This design comes from an exercise in tuning for small area, a short achievable clock period and few clock cycles per item on the open sky130 flow, not from production work.
RTL that was checked went through simulation tests only; none was proved equivalent to the original.
Power is estimated from default activity; no workload was simulated.

== old ==
==> flow/design.v (excerpt) <==
module muldiv_engine #(
  parameter int WIDTH      = 32,
  parameter int MUL_STAGES = 2
) (
  input  logic             clock,
  input  logic             reset,
  input  logic             flush,
  input  logic [WIDTH-1:0] in_src0,
  input  logic [WIDTH-1:0] in_src1,
  input  logic [1:0]       in_op,
  input  logic             in_sign,
  input  logic             in_valid,
  output logic             in_ready,
  output logic             out_valid,
  input  logic             out_ready,
  output logic [WIDTH-1:0] out_res0,
  output logic [WIDTH-1:0] out_res1,
  output logic             busy
);
For scale: about 3000 cells after synthesis, about 150 flip-flops.
==> flow/config.mk <==
export PLATFORM = sky130hd
export DESIGN_NAME = muldiv_engine
export DESIGN_NICKNAME = muldiv_engine
export VERILOG_FILES = /design/flow/design.v
export SDC_FILE = /design/flow/constraint.sdc
export NUM_CORES = 4
export LEC_CHECK = 0
export CAP_MARGIN = 20
export CORE_MARGIN = 2
export CORE_UTILIZATION = 40
export SETUP_SLACK_MARGIN = 5
export SLEW_MARGIN = 20
export TNS_END_PERCENT = 5
==> flow/constraint.sdc <==
create_clock -name core_clock -period 11.0 [get_ports {clock}]
set_input_delay 2.2000 -clock core_clock [delete_from_list [all_inputs] [get_ports {clock}]]
set_output_delay 2.2000 -clock core_clock [all_outputs]
set_load 0.01 [all_outputs]
run.sh (not shown) runs the stock make flow with config.mk's settings and CLKGATE_MAP_FILE= SYNTH_SCRIPT=/design/flow/synth_recipe.tcl, a recipe that flattens the netlist after the stock synthesis.
old has completed all stages; timing, DRC and antenna checks passed.
Input-level comparison between new and old:
- clearing SETUP_SLACK_MARGIN, which used to be 5
==> flow/flow/run.sh (new file) <==
#!/bin/bash
# Standard synthesis and layout; only the setup repair margin is raised so
# that repair_timing works towards a shorter period than the 11 ns clock.
set -euo pipefail
bash standard.sh synth > synth.log 2>&1
bash standard.sh finish SETUP_SLACK_MARGIN=6 > layout.log 2>&1
==> flow/standard.sh (new file) <==
#!/bin/bash
# synth_recipe.tcl (not shown) runs the flow's synth.tcl, then flattens the netlist and writes it again
# the make line also repeats each setting of config.mk as NAME=value (left out here)
make -C /OpenROAD-flow-scripts/flow DESIGN_CONFIG=/design/flow/config.mk WORK_HOME=/design/flow/orfs CLKGATE_MAP_FILE= SYNTH_SCRIPT=/design/flow/synth_recipe.tcl "${@:-finish}"
removed: flow/run.sh
[summary]
Min total length of routed met2 wires across old and new: new. In the metrics for old and new, the one carrying the lower detailed router's first-iteration violation count is old. Max maximum clock rate across old and new: new. For wire length after detailed routing, new and old come out practically identical.
Function was not checked in any run of this note: the RTL went through the layout flow alone.

## run A
The RTL this note starts from:
==> flow/design.v <==
module muldiv_engine #(
  parameter int WIDTH      = 32,
  parameter int MUL_STAGES = 2
) (
  input  logic             clock,
  input  logic             reset,
  input  logic             flush,
  input  logic [WIDTH-1:0] in_src0,
  input  logic [WIDTH-1:0] in_src1,
  input  logic [1:0]       in_op,
  input  logic             in_sign,
  input  logic             in_valid,
  output logic             in_ready,
  output logic             out_valid,
  input  logic             out_ready,
  output logic [WIDTH-1:0] out_res0,
  output logic [WIDTH-1:0] out_res1,
  output logic             busy
);
  localparam logic [1:0] IDLE = 2'd0;
  localparam logic [1:0] MUL  = 2'd1;
  localparam logic [1:0] DIV  = 2'd2;
  localparam logic [1:0] DONE = 2'd3;
  localparam logic [1:0] OP_MUL = 2'd1;
  localparam logic [1:0] OP_DIV = 2'd2;
  logic [1:0]  state;
  logic [4:0]  cnt;      
  logic [63:0] P;        
  logic [34:0] A;        
  logic [32:0] B;        
  logic        qneg, rneg;
  logic accept;
  assign in_ready  = (state == IDLE) && !flush;
  assign accept    = in_valid && in_ready;
  assign out_valid = (state == DONE);
  assign busy      = (state != IDLE);
  muldiv_add #(.N(32)) u_neg0 (.a(P[31:0]  ^ {32{qneg}}), .b(32'd0), .cin(qneg), .s(out_res0));
  muldiv_add #(.N(32)) u_neg1 (.a(P[63:32] ^ {32{rneg}}), .b(32'd0), .cin(rneg), .s(out_res1));
  logic        nega, negb, dz, swap;
  logic [31:0] ya, yb, absa, mcand, mplier;
  logic [34:0] ealign;
  logic [5:0]  la, lb, lmin;
  logic [4:0]  ma, mb;
  logic        za, zb;
  logic [6:0]  diff;
  assign nega   = in_sign & in_src0[31];
  assign negb   = in_sign & in_src1[31];
  assign ya     = in_src0 ^ {32{nega}};
  assign yb     = in_src1 ^ {32{negb}};
  muldiv_msb u_msba (.x(ya), .m(ma), .z(za));
  muldiv_msb u_msbb (.x(yb), .m(mb), .z(zb));
  assign la     = za ? 6'd0 : {1'b0, ma} + 6'd1;
  assign lb     = zb ? 6'd0 : {1'b0, mb} + 6'd1;
  muldiv_add #(.N(32)) u_absa (.a(ya), .b(32'd0), .cin(nega), .s(absa));
  assign dz     = (in_src1 == 32'd0);
  assign swap   = zb ? 1'b0 : za ? 1'b1 : (mb > ma);
  assign lmin   = swap ? la : lb;
  assign mcand  = swap ? in_src1 : in_src0;
  assign mplier = swap ? in_src0 : in_src1;
  assign diff   = (za ? 7'h7f : {2'b00, ma}) + {6'd0, nega} - (zb ? 7'h7f : {2'b00, mb});
  assign ealign = ~(35'({yb, 1'b0} << {diff[5:1], 1'b0}) | {34'd0, negb}
                    | ({35{negb}} & ~(35'h7ffffffff << {diff[5:1], 1'b1})));
  logic [37:0] bx;
  logic [4:0]  win;
  logic        n1, o1, t1b, n0, o0, t0b;
  logic [34:0] s1, s0, pp1, pp0;
  logic [63:0] mul_next;
  assign bx  = {{4{B[32]}}, B, 1'b0};
  assign win = bx[{cnt[3:0], 2'b00} +: 5];
  assign n1  = win[4] & ~(win[3] & win[2]);
  assign o1  = win[3] ^ win[2];
  assign t1b = (win[4] & ~win[3] & ~win[2]) | (~win[4] & win[3] & win[2]);
  assign n0  = win[2] & ~(win[1] & win[0]);
  assign o0  = win[1] ^ win[0];
  assign t0b = (win[2] & ~win[1] & ~win[0]) | (~win[2] & win[1] & win[0]);
  assign s1  = ({35{o1}} & A) | ({35{t1b}} & {A[33:0], 1'b0});
  assign s0  = ({35{o0}} & A) | ({35{t0b}} & {A[33:0], 1'b0});
  assign pp1 = s1 ^ {35{n1}};
  assign pp0 = s0 ^ {35{n0}};
  logic [37:0] ml, my1, my0, cs_s, cs_c;
  logic [2:0]  mu;
  assign ml   = {P[33:0], 1'b0, n1, 1'b0, n0};
  assign my1  = {pp1[34], pp1, 2'b00};
  assign my0  = {{3{pp0[34]}}, pp0};
  assign cs_s = ml ^ my1 ^ my0;
  assign cs_c = (ml & my1) | (ml & my0) | (my1 & my0);
  assign mu   = {2'b00, cs_c[37]} - {2'b00, my1[37]} - {2'b00, my0[37]};
  muldiv_add #(.N(64)) u_mul (.a({P[59:34], cs_s}), .b({{23{mu[2]}}, mu, cs_c[36:0], 1'b0}),
                              .cin(1'b0), .s(mul_next));
  logic [34:0] d1, d2;
  logic        ge1, ge2, dpos;
  logic [31:0] r1, r2;
  muldiv_add #(.N(35)) u_d1 (.a({3'b000, P[63:32]}), .b(A), .cin(dpos), .s(d1));
  assign ge1 = ~d1[34];
  assign r1  = ge1 ? d1[31:0] : P[63:32];
  muldiv_add #(.N(35)) u_d2 (.a({3'b000, r1}), .b({A[34], A[34:1]}), .cin(dpos), .s(d2));
  assign ge2 = ~d2[34];
  assign r2  = ge2 ? d2[31:0] : r1;
  always_ff @(posedge clock) begin
    if (reset) begin
      state <= IDLE;
    end else if (flush) begin
      state <= IDLE;
    end else begin
      case (state)
        IDLE: begin
          if (accept) begin
            if (in_op == OP_MUL) state <= MUL;
            else if (in_op == OP_DIV) state <= (dz || diff[6]) ? DONE : DIV;
          end
        end
        MUL:  if (cnt == 5'd0) state <= DONE;
        DIV:  if (cnt == 5'd0) state <= DONE;
        DONE: if (out_ready) state <= IDLE;
        default: state <= IDLE;
      endcase
    end
  end
  always_ff @(posedge clock) begin
    case (state)
      IDLE: begin
        if (accept) begin
          if (in_op == OP_DIV) begin
            A    <= ealign;
            P    <= {absa, {32{dz}}};
            cnt  <= diff[5:1];
            dpos <= ~negb;
            qneg <= (nega ^ negb) & ~dz;
            rneg <= nega;
          end else begin
            A    <= {{3{in_sign & mcand[31]}}, mcand};
            B    <= {in_sign & mplier[31], mplier};
            P    <= 64'd0;
            cnt  <= {1'b0, lmin[5:2]};
            qneg <= 1'b0;
            rneg <= 1'b0;
          end
        end
      end
      MUL: begin
        P   <= mul_next;
        cnt <= cnt - 5'd1;
      end
      DIV: begin
        P   <= {r2, P[29:0], ge1, ge2};
        A   <= {{2{A[34]}}, A[34:2]};
        cnt <= cnt - 5'd1;
      end
      default: ;
    endcase
  end
endmodule
module muldiv_add #(
  parameter int N = 32
) (
  input  logic [N-1:0] a,
  input  logic [N-1:0] b,
  input  logic         cin,
  output logic [N-1:0] s
);
  localparam int L = $clog2(N);
  logic [N-1:0] p0;
  logic [N-1:0] g [0:L];
  logic [N-1:0] p [0:L];
  assign p0   = a ^ b;
  assign g[0] = (a & b) | {{(N-1){1'b0}}, p0[0] & cin};
  assign p[0] = p0;
  for (genvar l = 0; l < L; l++) begin : g_lvl
    for (genvar i = 0; i < N; i++) begin : g_bit
      if ((i >> l) % 2 == 1) begin : g_comb
        localparam int J = ((i >> l) << l) - 1;
        assign g[l+1][i] = g[l][i] | (p[l][i] & g[l][J]);
        assign p[l+1][i] = p[l][i] & p[l][J];
      end else begin : g_pass
        assign g[l+1][i] = g[l][i];
        assign p[l+1][i] = p[l][i];
      end
    end
  end
  assign s = p0 ^ {g[L][N-2:0], cin};
endmodule
module muldiv_msb (
  input  logic [31:0] x,
  output logic [4:0]  m,
  output logic        z
);
  logic [15:0]      z1;
  logic [15:0][0:0] p1;
  logic [7:0]       z2;
  logic [7:0][1:0]  p2;
  logic [3:0]       z3;
  logic [3:0][2:0]  p3;
  logic [1:0]       z4;
  logic [1:0][3:0]  p4;
  always_comb begin
    for (int i = 0; i < 16; i++) begin
      z1[i] = ~(x[2*i+1] | x[2*i]);
      p1[i] = x[2*i+1];
    end
    for (int i = 0; i < 8; i++) begin
      z2[i] = z1[2*i+1] & z1[2*i];
      p2[i] = z1[2*i+1] ? {1'b0, p1[2*i]} : {1'b1, p1[2*i+1]};
    end
    for (int i = 0; i < 4; i++) begin
      z3[i] = z2[2*i+1] & z2[2*i];
      p3[i] = z2[2*i+1] ? {1'b0, p2[2*i]} : {1'b1, p2[2*i+1]};
    end
    for (int i = 0; i < 2; i++) begin
      z4[i] = z3[2*i+1] & z3[2*i];
      p4[i] = z3[2*i+1] ? {1'b0, p3[2*i]} : {1'b1, p3[2*i+1]};
    end
    z = z4[1] & z4[0];
    m = z4[1] ? {1'b0, p4[0]} : {1'b1, p4[1]};
  end
endmodule
==> flow/config.mk <==
export PLATFORM = sky130hd
export DESIGN_NAME = muldiv_engine
export DESIGN_NICKNAME = muldiv_engine
export VERILOG_FILES = /design/flow/design.v
export SDC_FILE = /design/flow/constraint.sdc
export NUM_CORES = 4
export LEC_CHECK = 0
export CAP_MARGIN = 20
export CORE_MARGIN = 2
export CORE_UTILIZATION = 40
export SETUP_SLACK_MARGIN = 5
export SLEW_MARGIN = 20
==> flow/constraint.sdc <==
create_clock -name core_clock -period 11.0 [get_ports {clock}]
set_input_delay 2.2000 -clock core_clock [delete_from_list [all_inputs] [get_ports {clock}]]
set_output_delay 2.2000 -clock core_clock [all_outputs]
set_load 0.01 [all_outputs]
Stock flow here: none of the scripts above is used.
Testbench counts of run A, summed over its fixed seeds: cycles 18,301, items 3,200.
For run B, these inputs were changed with respect to run A:
Settings: a deleted SETUP_SLACK_MARGIN that had been 5.
==> comparison <==
Run B vs run A: design area down. The proportion of cell area occupied by registers number comes out higher for run B vs run A. Looking at minimum period implied by the final worst setup slack across both flows, run B is the weaker of the two, with run A ahead. | DRC violation total after the first TritonRoute iteration | run B vs run A | better |. Compared with run A, in run B post-route total power lower; utilization lower; worst hold slack lower; fraction of final layout cells with drive strength greater than 1 lower.
Here is what was changed in the inputs of run C compared with run B.
==> flow/flow/run.sh (new file) <==
#!/bin/bash
# Standard synthesis and layout; only the setup repair margin is raised so
# that repair_timing works towards a shorter period than the 11 ns clock.
set -euo pipefail
bash standard.sh synth > synth.log 2>&1
bash standard.sh finish SETUP_SLACK_MARGIN=6 > layout.log 2>&1
==> flow/standard.sh (new file) <==
#!/bin/bash
# synth_recipe.tcl (not shown) runs the flow's synth.tcl, then flattens the netlist and writes it again
# the make line also repeats each setting of config.mk as NAME=value (left out here)
make -C /OpenROAD-flow-scripts/flow DESIGN_CONFIG=/design/flow/config.mk WORK_HOME=/design/flow/orfs CLKGATE_MAP_FILE= SYNTH_SCRIPT=/design/flow/synth_recipe.tcl "${@:-finish}"
removed: flow/run.sh
==> comparison <==
Launching element of the worst setup path: P[32]$_DFFE_PP_ -> run B, in_src0[20] -> run C
Going from run B to run C, time the worst path needs with I/O delays and setup down 2.45 ns, proportion of register bits with asynchronous set or reset after synthesis has remained practically unchanged, number of max-slew violations in the final report about even.
Final setup slack of the worst path in run C is 2.45 ns above run B.
Run B -> run C: total power increased by more than a quarter
Slowest library cell on the worst path: sky130_fd_sc_hd__o41ai_1 -> run B, sky130_fd_sc_hd__fa_2 -> run C

-- what the ideal ports hide --
In the flow no input, the clock included, has a driving cell. The finished layouts below were timed again as built, in two steps.
Step 1 assumes that a clkbuf_16 drives the clock port and a buf_2 every other input.
Step 2, shift: input delay + t, output delay - t, t = (earliest + latest rising clock arrival at the registers) / 2. This alone moves slack from input paths to output paths.
Three values: no drivers, after step 1, after step 2; two values: the first two.
| run | t (ns) | setup slack, ns | worst setup path after step 2 | slew at the worst register clock pin (ns) | worst slew at a driven data input, ns |
|---|---|---|---|---|---|
| old | 0.560 | 4.690 / 4.725 / 4.164 | input to register | 0.09 / 0.09 | 0.04 |
| new | 0.564 | 4.827 / 4.850 / 4.286 | input to register | 0.08 / 0.08 | 0.04 |
| run A | 0.563 | 4.707 / 4.717 / 4.154 | input to register | 0.08 / 0.08 | 0.06 |
| run B | 0.552 | 2.113 / 2.113 / 1.825 | input to register | 0.07 / 0.07 | 0.04 |
| run C | 0.548 | 4.560 / 4.580 / 4.031 | input to register | 0.08 / 0.08 | 0.06 |
After both steps setup and hold are still met in every run listed. For run A, which loses most, drivers alone change the setup slack by +0.010 ns; drivers and shift together by -0.553 ns.
